This is an optimization exercise on Yosys and OpenROAD, whose aim is small area and a short achievable clock period, not a production implementation.
Power figures rest on the tool's default switching activity, not on a simulated workload.

==> flow/design.v <==
module dual_issue_decode (
	input  logic			clk,
	input  logic			reset,
	input  logic [31:0]		instr_first,
	input  logic [31:0]		instr_second,
	input  logic [7:0]		pc,
	input  logic [7:0]		branch_pc,
	input  logic			branch_taken,
	output logic [31:0]		even_instr,
	output logic [10:0]		even_op,
	output logic [1:0]		even_unit,
	output logic [6:0]		even_rt,
	output logic			even_write,
	output logic [31:0]		odd_instr,
	output logic [10:0]		odd_op,
	output logic [1:0]		odd_unit,
	output logic [6:0]		odd_rt,
	output logic			odd_write,
	output logic			first_odd,
	output logic			stall,
	output logic [7:0]		stall_pc
);
	logic [31:0] a, b;			 
	logic av, bv;				 
	logic fo;					 
	logic [31:0] ew, ow;
	assign ew = a;
	assign ow = b;
	logic e_rrr, e_ila, e_ai, e_nop, e_fx1, e_shl;
	assign e_rrr = ew[31];
	assign e_ila = ~ew[31] & ew[30] & ~ew[29] & ew[25];
	assign e_ai  = ~ew[31] & ew[28] & ew[26];
	assign e_nop = ~ew[31] & ew[30] & ~ew[29] & ~ew[25];
	assign e_fx1 = e_ila | (~ew[31] & ~ew[30] & ew[28]);
	assign e_shl = ~ew[31] & ~ew[30] & ~ew[28] & ew[27];
	logic [6:0] e_rt0;
	logic e_wr0;
	assign e_rt0 = e_rrr ? ew[27:21] : ew[6:0];
	assign e_wr0 = (ew[31] | ew[30] | ew[28] | ew[27]) & ~e_nop;
	assign even_instr = ew & {32{av}};
	assign even_op    = {ew[31:28], ew[27:25] & {3{~e_rrr}}, ew[24] & ~e_rrr & ~e_ila,
		ew[23:21] & {3{~(e_rrr | e_ila | e_ai)}}} & {11{av}};
	assign even_unit  = {e_fx1, e_fx1 | e_shl} & {2{av}};
	assign even_rt    = e_rt0 & {7{av}};
	assign even_write = e_wr0 & av;
	logic o_ri10, o_ri16;
	assign o_ri10 = ow[29] & ~ow[27] & ow[26];
	assign o_ri16 = ow[29] & ~ow[27] & ~ow[26];
	logic o_ls;
	assign o_ls = o_ri10 | (ow[27] & ~ow[25]);
	assign odd_instr = ow & {32{bv}};
	assign odd_op    = {ow[31:24], ow[23] & ~o_ri10, ow[22:21] & {2{~(o_ri10 | o_ri16)}}} & {11{bv}};
	assign odd_unit  = {o_ri16, o_ls} & {2{bv}};
	assign odd_rt    = ow[6:0] & {7{bv}};
	assign odd_write = (ow[27] | (ow[28] & ow[26])) & bv;
	logic [5:1][6:0]	e_rt;
	logic [5:1]			e_al;	 
	logic [2:1]			e_lg;	 
	logic [4:1][6:0]	o_rt;
	logic [4:1]			o_al;
	logic [2:1]			o_lg;	 
	always_ff @(posedge clk) begin
		e_rt[1] <= e_rt0;
		o_rt[1] <= ow[6:0];
		for (int k = 2; k <= 5; k++) e_rt[k] <= e_rt[k-1];
		for (int k = 2; k <= 4; k++) o_rt[k] <= o_rt[k-1];
		e_lg[1] <= ~(e_fx1 | e_shl);	 
		e_lg[2] <= e_lg[1];
		o_lg[1] <= o_ls;	 
		o_lg[2] <= o_lg[1];
		if (reset) begin
			for (int k = 1; k <= 5; k++) e_al[k] <= 1'b0;
			for (int k = 1; k <= 4; k++) o_al[k] <= 1'b0;
		end else begin
			e_al[1] <= even_write & ~e_fx1;	 
			e_al[2] <= e_al[1];
			e_al[3] <= e_al[2] & e_lg[2];
			e_al[4] <= e_al[3];
			e_al[5] <= e_al[4];
			o_al[1] <= odd_write;					 
			o_al[2] <= o_al[1];
			o_al[3] <= o_al[2] & o_lg[2];
			o_al[4] <= o_al[3];
		end
	end
	function automatic logic busy(input logic [6:0] r,
		input logic ew_, input logic [6:0] ert, input logic ow_, input logic [6:0] ort,
		input logic [5:1][6:0] ert_h, input logic [5:1] eal,
		input logic [4:1][6:0] ort_h, input logic [4:1] oal);
		logic b;
		b = (ew_ && r == ert) || (ow_ && r == ort);
		for (int k = 1; k <= 5; k++) b = b || (eal[k] && r == ert_h[k]);
		for (int k = 1; k <= 4; k++) b = b || (oal[k] && r == ort_h[k]);
		busy = b;
	endfunction
	logic			qf_v, qs_v;			 
	logic [31:0]	f, s;
	logic			f_v, s_v;
	assign f = stall ? (fo ? b : a) : instr_first;
	assign s = stall ? (fo ? a : b) : instr_second;
	assign f_v = ~stall | qf_v;
	assign s_v = ~stall | qs_v;
	function automatic logic [6:0] dec(input logic [31:0] w);
		logic [10:0] o;
		logic ev, od, wr, ua, ub, uc, rrr;
		o = w[31:21];
		ev = 1'b0; od = 1'b0; wr = 1'b0; ua = 1'b0; ub = 1'b0; uc = 1'b0; rrr = 1'b0;
		if (o[10:7] == 4'b1100 || o[10:7] == 4'b1110) begin
			ev = 1'b1; wr = 1'b1; ua = 1'b1; ub = 1'b1; uc = 1'b1; rrr = 1'b1;
		end else if (o[10:4] == 7'b0100001) begin
			ev = 1'b1; wr = 1'b1;
		end else if (o[10:3] == 8'b00011100) begin
			ev = 1'b1; wr = 1'b1; ua = 1'b1;
		end else if (o == 11'b00011000000 || o == 11'b00011000001 || o == 11'b00001011011
				|| o == 11'b01111000100) begin
			ev = 1'b1; wr = 1'b1; ua = 1'b1; ub = 1'b1;
		end else if (o == 11'b01000000001) begin
			ev = 1'b1;
		end else if (o[10:3] == 8'b00110100) begin
			od = 1'b1; wr = 1'b1; ua = 1'b1;
		end else if (o[10:3] == 8'b00100100) begin
			od = 1'b1; ua = 1'b1; uc = 1'b1;
		end else if (o[10:2] == 9'b001100100) begin
			od = 1'b1;
		end else if (o[10:2] == 9'b001000000) begin
			od = 1'b1; uc = 1'b1;
		end else if (o == 11'b00111000100 || o == 11'b00111011100) begin
			od = 1'b1; wr = 1'b1; ua = 1'b1; ub = 1'b1;
		end else if (o == 11'b00000000001) begin
			od = 1'b1;
		end
		dec = {ev, od, wr, ua, ub, uc, rrr};
	endfunction
	logic [6:0] df, ds;
	logic f_ev, f_od, f_wr, f_ua, f_ub, f_uc;
	logic s_ev, s_od, s_wr, s_ua, s_ub, s_uc;
	assign df = dec(f);
	assign ds = dec(s);
	assign {f_ev, f_od, f_wr, f_ua, f_ub, f_uc} = df[6:1] & {6{f_v}};
	assign {s_ev, s_od, s_wr, s_ua, s_ub, s_uc} = ds[6:1] & {6{s_v}};
	logic [6:0] f_rt, s_rt;
	assign f_rt = df[0] ? f[27:21] : f[6:0];
	assign s_rt = ds[0] ? s[27:21] : s[6:0];
	logic stall_first, stall_second, busy_second, same_pipe, same_dest, raw_pair;
	assign stall_first =
		   (f_ua && busy(f[13:7],  even_write, e_rt0, odd_write, ow[6:0], e_rt, e_al, o_rt, o_al))
		|| (f_ub && busy(f[20:14], even_write, e_rt0, odd_write, ow[6:0], e_rt, e_al, o_rt, o_al))
		|| (f_uc && busy(f[6:0],   even_write, e_rt0, odd_write, ow[6:0], e_rt, e_al, o_rt, o_al));
	assign busy_second =
		   (s_ua && busy(s[13:7],  even_write, e_rt0, odd_write, ow[6:0], e_rt, e_al, o_rt, o_al))
		|| (s_ub && busy(s[20:14], even_write, e_rt0, odd_write, ow[6:0], e_rt, e_al, o_rt, o_al))
		|| (s_uc && busy(s[6:0],   even_write, e_rt0, odd_write, ow[6:0], e_rt, e_al, o_rt, o_al));
	assign same_pipe = (s_ev && f_ev) || (s_od && f_od);
	assign same_dest = f_wr && s_wr && (f_rt == s_rt);
	assign raw_pair = f_wr && ((s_ua && s[13:7] == f_rt) || (s_ub && s[20:14] == f_rt)
		|| (s_uc && s[6:0] == f_rt));
	assign stall_second = stall_first || same_pipe || same_dest || raw_pair || busy_second;
	logic go_first, go_second;
	assign go_first = ~branch_taken & ~stall_first;
	assign go_second = ~branch_taken & ~stall_second;
	always_ff @(posedge clk) begin
		a <= f_ev ? f : s;
		b <= f_od ? f : s;
		fo <= f_od;
		av <= ~reset & (f_ev ? go_first : (s_ev & go_second));
		bv <= ~reset & (f_od ? go_first : (s_od & go_second));
		first_odd <= ~reset & go_first & f_od;
		qf_v <= ~branch_taken & stall_first;
		qs_v <= ~branch_taken;
		if (reset) begin
			stall <= 1'b0;
			stall_pc <= '0;
		end else if (branch_taken) begin
			stall <= 1'b1;
			stall_pc <= branch_pc + 8'd2;
		end else if (stall_second) begin
			stall <= 1'b1;
			stall_pc <= stall ? stall_pc : pc;
		end else begin
			stall <= 1'b0;
		end
	end
endmodule
==> flow/config.mk <==
export PLATFORM = sky130hd
export DESIGN_NAME = dual_issue_decode
export DESIGN_NICKNAME = dual_issue_decode
export VERILOG_FILES = /design/flow/design.v
export SDC_FILE = /design/flow/constraint.sdc
export NUM_CORES = 4
export LEC_CHECK = 0
export CAP_MARGIN = 20
export CORE_MARGIN = 2
export CORE_UTILIZATION = 45
export PLACE_DENSITY = 0.6
export SLEW_MARGIN = 20
==> flow/constraint.sdc <==
create_clock -name core_clock -period 9.0 [get_ports {clk}]
set_input_delay 1.8000 -clock core_clock [delete_from_list [all_inputs] [get_ports {clk}]]
set_output_delay 1.8000 -clock core_clock [all_outputs]
set_load 0.01 [all_outputs]
run.sh (not shown) runs the stock make flow with config.mk's settings and CLKGATE_MAP_FILE= SYNTH_SCRIPT=/design/flow/synth_recipe.tcl, a recipe that flattens the netlist after the stock synthesis.
The baseline went through all stages and came out clean.
Change:
==> flow/flow/run.sh (new file) <==
#!/bin/bash
# The standard layout, with two changes:
#  - synthesis maps with an area-oriented ABC script (flow/abc_area.script),
#    otherwise the same as synth_recipe.tcl;
#  - the port buffers are plain buf_1 cells.
set -euo pipefail
HERE=$(pwd)
export BUFFER_PORTS_ARGS="-buffer_cell sky130_fd_sc_hd__buf_1"
export MY_ABC_SCRIPT=$HERE/flow/abc_area.script
sed "s#SYNTH_SCRIPT=[^ ]*#SYNTH_SCRIPT=$HERE/flow/synth.tcl#" standard.sh > own_standard.sh
bash own_standard.sh > flow_make.log 2>&1
==> flow/flow/abc_area.script (new file) <==
strash
dch
map -a
topo
stime -c
buffer -c
upsize -c
dnsize -c
==> flow/flow/synth.tcl (new file) <==
# The standard synthesis (synth_recipe.tcl), with ABC's mapping script replaced
# by the area-oriented one next to this file.
proc synth {args} { yosys synth -nofsm -noshare {*}$args }
proc abc {args} {
  set i [lsearch -exact $args -script]
  if { $i >= 0 && [info exists ::env(MY_ABC_SCRIPT)] } {
    set args [lreplace $args $i [expr {$i + 1}] -script $::env(MY_ABC_SCRIPT)]
  }
  yosys abc {*}$args
}
source $::env(SCRIPTS_DIR)/synth.tcl
# left out here: clear keep_hierarchy, flatten, clean up, hide names made inside functions, write 1_2_yosys.v
==> flow/standard.sh (new file) <==
#!/bin/bash
# synth_recipe.tcl (not shown) runs the flow's synth.tcl, then flattens the netlist and writes it again
# the make line also repeats each setting of config.mk as NAME=value (left out here)
make -C /OpenROAD-flow-scripts/flow DESIGN_CONFIG=/design/flow/config.mk WORK_HOME=/design/flow/orfs CLKGATE_MAP_FILE= SYNTH_SCRIPT=/design/flow/synth_recipe.tcl "${@:-finish}"
--- a/flow/config.mk
+++ b/flow/config.mk
@@ -9,4 +9,5 @@
 export CORE_MARGIN = 2
-export CORE_UTILIZATION = 45
-export PLACE_DENSITY = 0.6
+export CORE_UTILIZATION = 35
+export PLACE_DENSITY = 0.5
+export SETUP_SLACK_MARGIN = 4.7
 export SLEW_MARGIN = 20
removed: flow/run.sh
Setup slack gets better by 1.3 ns.
Power drops by 17%.
First-iteration DRC count decreases by about 2.4%.
Clock-buffer cell count came out lower by 2.
Design area shrinks by about 22%.
Die area falls by about 4.7%.
Routed wire length shrinks by about 20%.
Non-clock buffer count goes up by 66.
Sequential cell count stays the same.
Core utilization went down by 9.3 points.
Change:
==> flow/flow/run.sh (replaced) <==
#!/bin/bash
# Standard layout, with plain buf_1 cells as the port buffers.
set -euo pipefail
export BUFFER_PORTS_ARGS="-buffer_cell sky130_fd_sc_hd__buf_1"
bash standard.sh > standard_flow.log 2>&1
--- a/flow/config.mk
+++ b/flow/config.mk
@@ -9,5 +9,4 @@
 export CORE_MARGIN = 2
-export CORE_UTILIZATION = 35
-export PLACE_DENSITY = 0.5
-export SETUP_SLACK_MARGIN = 4.7
+export CORE_UTILIZATION = 45
+export PLACE_DENSITY = 0.6
 export SLEW_MARGIN = 20
removed: flow/flow/abc_area.script
removed: flow/flow/synth.tcl
Global-route usage increases by 8.8 points.
Count of clock-buffer cells in the layout decreases by 2.
Sequential share of layout area decreases by 3.3 points.
Power increases by 19%.
Routed wire length increases by 26%.
Die area increases by 4.9%.
No run of this note included a check of the RTL's function; only the layout flow was run.

[what the ideal ports hide]
How much do the figures lean on ideal ports? The routed layouts below were timed once more, with nothing changed but the port constraints.
Step 1 sets driving cells, clkbuf_16 on the clock port and buf_2 on the other inputs (assumed; they add their load-dependent delay and slew).
Step 2 also shifts input and output timing later by t, the mid clock arrival at the registers, as if the neighbouring blocks saw the same clock.
Slacks: ideal ports / drivers / drivers and shift; pairs: ideal ports / drivers.
run | t (ns) | slack for setup (ns) | latest minus earliest clock arrival (ns) | worst data-port slew with drivers (ns) | pins driven straight from the clock port
the first run | 0.530 | 3.386 / 3.422 / 2.892 | 0.014 / 0.015 | 0.09 | 1
the second run | 0.512 | 4.689 / 4.706 / 4.194 | 0.010 / 0.010 | 0.05 | 1
the third run | 0.530 | 3.149 / 3.149 / 3.149 | 0.015 / 0.015 | 0.08 | 1
After both steps every run listed still meets setup and hold. For the second run, which loses most, drivers alone change the setup slack by +0.017 ns; drivers and shift together by -0.495 ns.
